Source: an optimization exercise on an open RTL-to-GDS flow (aim: small area, a short achievable clock period and few clock cycles per item). Production flows keep margins and buffers that such runs may drop.
In this exercise RTL edits were held to simulation tests only and were not proved equivalent to the original.
Power is estimated from default activity; no workload was simulated.

== run A ==
Design mvuTop, start of the top module:
module mvuTop (
	input logic clk,
	input logic rst,
	input logic wWe,
	input logic [6:0] wAddr,
	input logic [3:0] wData,
	input logic aWe,
	input logic [1:0] aFold,
	input logic [15:0] aData,
	input logic runReq,
	output logic runAck,
	output logic resReq,
	input logic resAck,
	output logic [63:0] resData
);
Size in the first run: about 3,700 cells after synthesis, ~820 flip-flops, about 100 I/O pins, about 40,000 µm² of cells after synthesis.
==> flow/config.mk <==
export PLATFORM = sky130hd
export DESIGN_NAME = mvuTop
export DESIGN_NICKNAME = mvuTop
export VERILOG_FILES = /design/flow/design.v
export SDC_FILE = /design/flow/constraint.sdc
export NUM_CORES = 4
export LEC_CHECK = 0
export CAP_MARGIN = 20
export CORE_MARGIN = 2
export CORE_UTILIZATION = 40
export CTS_BUF_LIST = sky130_fd_sc_hd__clkbuf_4 sky130_fd_sc_hd__clkbuf_8
export CTS_CLUSTER_SIZE = 30
export SETUP_SLACK_MARGIN = 4.0
export SLEW_MARGIN = 20
export TNS_END_PERCENT = 100
==> flow/constraint.sdc <==
create_clock -name core_clock -period 6.0 [get_ports {clk}]
set_input_delay 1.2000 -clock core_clock [delete_from_list [all_inputs] [get_ports {clk}]]
set_output_delay 1.2000 -clock core_clock [all_outputs]
set_load 0.01 [all_outputs]
standard.sh (not shown) runs the stock make flow with config.mk's settings and CLKGATE_MAP_FILE= SYNTH_SCRIPT=/design/flow/synth_recipe.tcl, a recipe that flattens the netlist after the stock synthesis.
==> flow/flow/run.sh <==
#!/bin/bash
# The standard ORFS layout (standard.sh), with one change: synthesis maps
# adders through ABC instead of extracting them into the platform's full and
# half adder cells (ADDER_MAP_FILE empty). Everything else, including the
# registers synthesis makes, is the standard flow's.
set -euo pipefail
bash standard.sh ADDER_MAP_FILE= synth > synth.log 2>&1
bash standard.sh ADDER_MAP_FILE= finish > layout.log 2>&1
Run A finished end to end and its layout was clean on timing, DRC and antenna.
Testbench counts of run A, summed over its fixed seeds: cycles 3,072, runs 256.
### run A -> run B
# run A
export LEC_CHECK = 0
export CAP_MARGIN = 20
export CORE_MARGIN = 2
export CORE_UTILIZATION = 40
export CTS_BUF_LIST = sky130_fd_sc_hd__clkbuf_4 sky130_fd_sc_hd__clkbuf_8
export CTS_CLUSTER_SIZE = 30
export SETUP_SLACK_MARGIN = 4.0
export SLEW_MARGIN = 20
export TNS_END_PERCENT = 100
create_clock -name core_clock -period 6.0 [get_ports {clk}]
# run B
export LEC_CHECK = 0
export ABC_AREA = 1
export CAP_MARGIN = 20
export CORE_MARGIN = 2
export CORE_UTILIZATION = 40
export CTS_BUF_LIST = sky130_fd_sc_hd__clkbuf_4 sky130_fd_sc_hd__clkbuf_8
export CTS_CLUSTER_SIZE = 30
export SETUP_SLACK_MARGIN = 4.0
export SLEW_MARGIN = 20
export TNS_END_PERCENT = 100
create_clock -name core_clock -period 6.0 [get_ports {clk}]
Findings:
- Diff run A -> run B | routed wire length on met2 | up by more than 10%
- Lower worst hold margin was reported by run B, not run A.
- Post-CTS setup buffer count is higher on run A
- Going from run A to run B, final routed wirelength across all metal layers grows by 19%.
- Run B has total power above what run A had.
Modified inputs, run C compared to run B
# run B
export LEC_CHECK = 0
export ABC_AREA = 1
export CAP_MARGIN = 20
export CORE_MARGIN = 2
export CORE_UTILIZATION = 40
export CTS_BUF_LIST = sky130_fd_sc_hd__clkbuf_4 sky130_fd_sc_hd__clkbuf_8
export CTS_CLUSTER_SIZE = 30
export SETUP_SLACK_MARGIN = 4.0
export SLEW_MARGIN = 20
export TNS_END_PERCENT = 100
create_clock -name core_clock -period 6.0 [get_ports {clk}]
# run C
export LEC_CHECK = 0
export ABC_AREA = 1
export CAP_MARGIN = 20
export CORE_MARGIN = 2
export CORE_UTILIZATION = 40
export CTS_BUF_LIST = sky130_fd_sc_hd__clkbuf_4 sky130_fd_sc_hd__clkbuf_8
export CTS_CLUSTER_SIZE = 30
export SETUP_SLACK_MARGIN = 3.5
export SLEW_MARGIN = 20
export TNS_END_PERCENT = 100
create_clock -name core_clock -period 6.0 [get_ports {clk}]
Findings:
Diff run B -> run C: met3 global-route usage went down; synthesis-to-layout area growth decreased 31 points; worst hold slack level; reported leakage power went down by 4.8 nW; power fell 4.2 mW.
Relative to run C, the following input files were edited for run D:
# run C
export LEC_CHECK = 0
export ABC_AREA = 1
export CAP_MARGIN = 20
export CORE_MARGIN = 2
export CORE_UTILIZATION = 40
export CTS_BUF_LIST = sky130_fd_sc_hd__clkbuf_4 sky130_fd_sc_hd__clkbuf_8
export CTS_CLUSTER_SIZE = 30
export SETUP_SLACK_MARGIN = 3.5
export SLEW_MARGIN = 20
export TNS_END_PERCENT = 100
create_clock -name core_clock -period 6.0 [get_ports {clk}]
# run D
export LEC_CHECK = 0
export CAP_MARGIN = 20
export CORE_MARGIN = 2
export CORE_UTILIZATION = 40
export CTS_BUF_LIST = sky130_fd_sc_hd__clkbuf_4 sky130_fd_sc_hd__clkbuf_8
export CTS_CLUSTER_SIZE = 30
export PLACE_DENSITY = 0.75
export SETUP_SLACK_MARGIN = 3.5
export SLEW_MARGIN = 20
export TNS_END_PERCENT = 100
create_clock -name core_clock -period 6.0 [get_ports {clk}]
[summary]
On part of the power in the clock network: between run C and run D, it ends up higher for run C. Run comparison: run D termination of the worst setup path sAcc[3][8]; run C termination of the worst setup path resData[15]. On flip-flop and latch count, run C and run D are basically level. On transition at the pin with the smallest max-transition slack, the higher figure sits with run C, not run D. When the final numbers for run C and run D were put side by side, the total chip power turned out to be smaller in run C.
Inputs modified between run D and run E:
# run D
export LEC_CHECK = 0
export CAP_MARGIN = 20
export CORE_MARGIN = 2
export CORE_UTILIZATION = 40
export CTS_BUF_LIST = sky130_fd_sc_hd__clkbuf_4 sky130_fd_sc_hd__clkbuf_8
export CTS_CLUSTER_SIZE = 30
export PLACE_DENSITY = 0.75
export SETUP_SLACK_MARGIN = 3.5
export SLEW_MARGIN = 20
export TNS_END_PERCENT = 100
create_clock -name core_clock -period 6.0 [get_ports {clk}]
# run E
export LEC_CHECK = 0
export CAP_MARGIN = 0
export CORE_MARGIN = 2
export CORE_UTILIZATION = 40
export CTS_BUF_LIST = sky130_fd_sc_hd__clkbuf_4 sky130_fd_sc_hd__clkbuf_8
export CTS_CLUSTER_SIZE = 30
export SETUP_SLACK_MARGIN = 3.5
export SLEW_MARGIN = 0
export TNS_END_PERCENT = 100
create_clock -name core_clock -period 6.0 [get_ports {clk}]
Results
Post-synthesis instance area came out exactly the same in run E and run D. When run E is measured against run D, its worst setup slack after layout turns out 0.080 ns higher. Taking run E as 1.0, run D lands at 1.2 on detailed router's first-iteration violation count. Between run E and run D, the final cell count does not differ in any meaningful way. Going from run D to run E, transition time of the tightest slew-check pin shrinks by 0.063 ns. From run D to run E the numbers moved as follows: final area was more or less identical, data-path buffer share of cell area in the final layout went up by 0.49 points, routed wire length went up by about 6%. Run E vs run D: sum of met3 wire segment lengths after detailed routing down by more than 10%. [compare] base=run D new=run E: worst hold slack now sits higher; met2 usage went up 3.0 points.
> inputs changed (run E -> run F)
# run E
export LEC_CHECK = 0
export CAP_MARGIN = 0
export CORE_MARGIN = 2
export CORE_UTILIZATION = 40
export CTS_BUF_LIST = sky130_fd_sc_hd__clkbuf_4 sky130_fd_sc_hd__clkbuf_8
export CTS_CLUSTER_SIZE = 30
export SETUP_SLACK_MARGIN = 3.5
export SLEW_MARGIN = 0
export TNS_END_PERCENT = 100
create_clock -name core_clock -period 6.0 [get_ports {clk}]
# run F
export LEC_CHECK = 0
export CAP_MARGIN = 20
export CORE_MARGIN = 2
export CORE_UTILIZATION = 40
export CTS_BUF_LIST = sky130_fd_sc_hd__clkbuf_4 sky130_fd_sc_hd__clkbuf_8
export CTS_CLUSTER_SIZE = 30
export SETUP_SLACK_MARGIN = 3.5
export SLEW_MARGIN = 20
export TNS_END_PERCENT = 100
create_clock -name core_clock -period 6.0 [get_ports {clk}]
Findings:
- The number of clock buffers in the layout of run E and that of run F are within noise of each other.
- In terms of number of combinational gates with multiple inputs, run F and run E differ only marginally.
- Status: count of input and output buffers parity (run F, run E)
- Diff run F..run E | slew at the pin with the worst max-slew slack | unchanged
- Global-route wire length before repair essentially unchanged between run E and run F.
- Comparing run F against run E, there is no change at all in number of buffers inserted by post-CTS setup repair.
- Comparing run F with run E, the post-route clock period utilization came out essentially unchanged.
- Comparing run F against run E, there is no change at all in number of design rule violations left after detail routing.
- Fraction of the yosys area taken by sequential cells came out exactly the same in run E and run F.

what the ideal ports hide:
How much do the figures lean on ideal ports? The routed layouts below were timed once more, with nothing changed but the port constraints.
Step 1, drivers: a clkbuf_16 drives clk and a buf_2 each remaining input, both assumed.
Step 2, shift: input delay + t, output delay - t, t = (earliest + latest rising clock arrival at the registers) / 2. This alone moves slack from input paths to output paths.
Slacks: no drivers / after step 1 / after step 2; pairs: no drivers / after step 1.
run | shift t [ns] | setup slack, ns | cell pins on the clock port's net
run A | 0.893 | 3.162 / 3.162 / 2.672 | 1
run B | 0.918 | 3.222 / 3.153 / 2.410 | 1
run C | 0.907 | 3.267 / 3.195 / 2.534 | 1
run D | 0.851 | 3.103 / 3.103 / 2.575 | 1
run E | 0.854 | 3.183 / 3.183 / 2.606 | 1
run F | 0.854 | 3.183 / 3.183 / 2.606 | 1
After both steps setup and hold are still met in every run listed. For run B, which loses most, drivers alone change the setup slack by -0.069 ns; drivers and shift together by -0.812 ns.
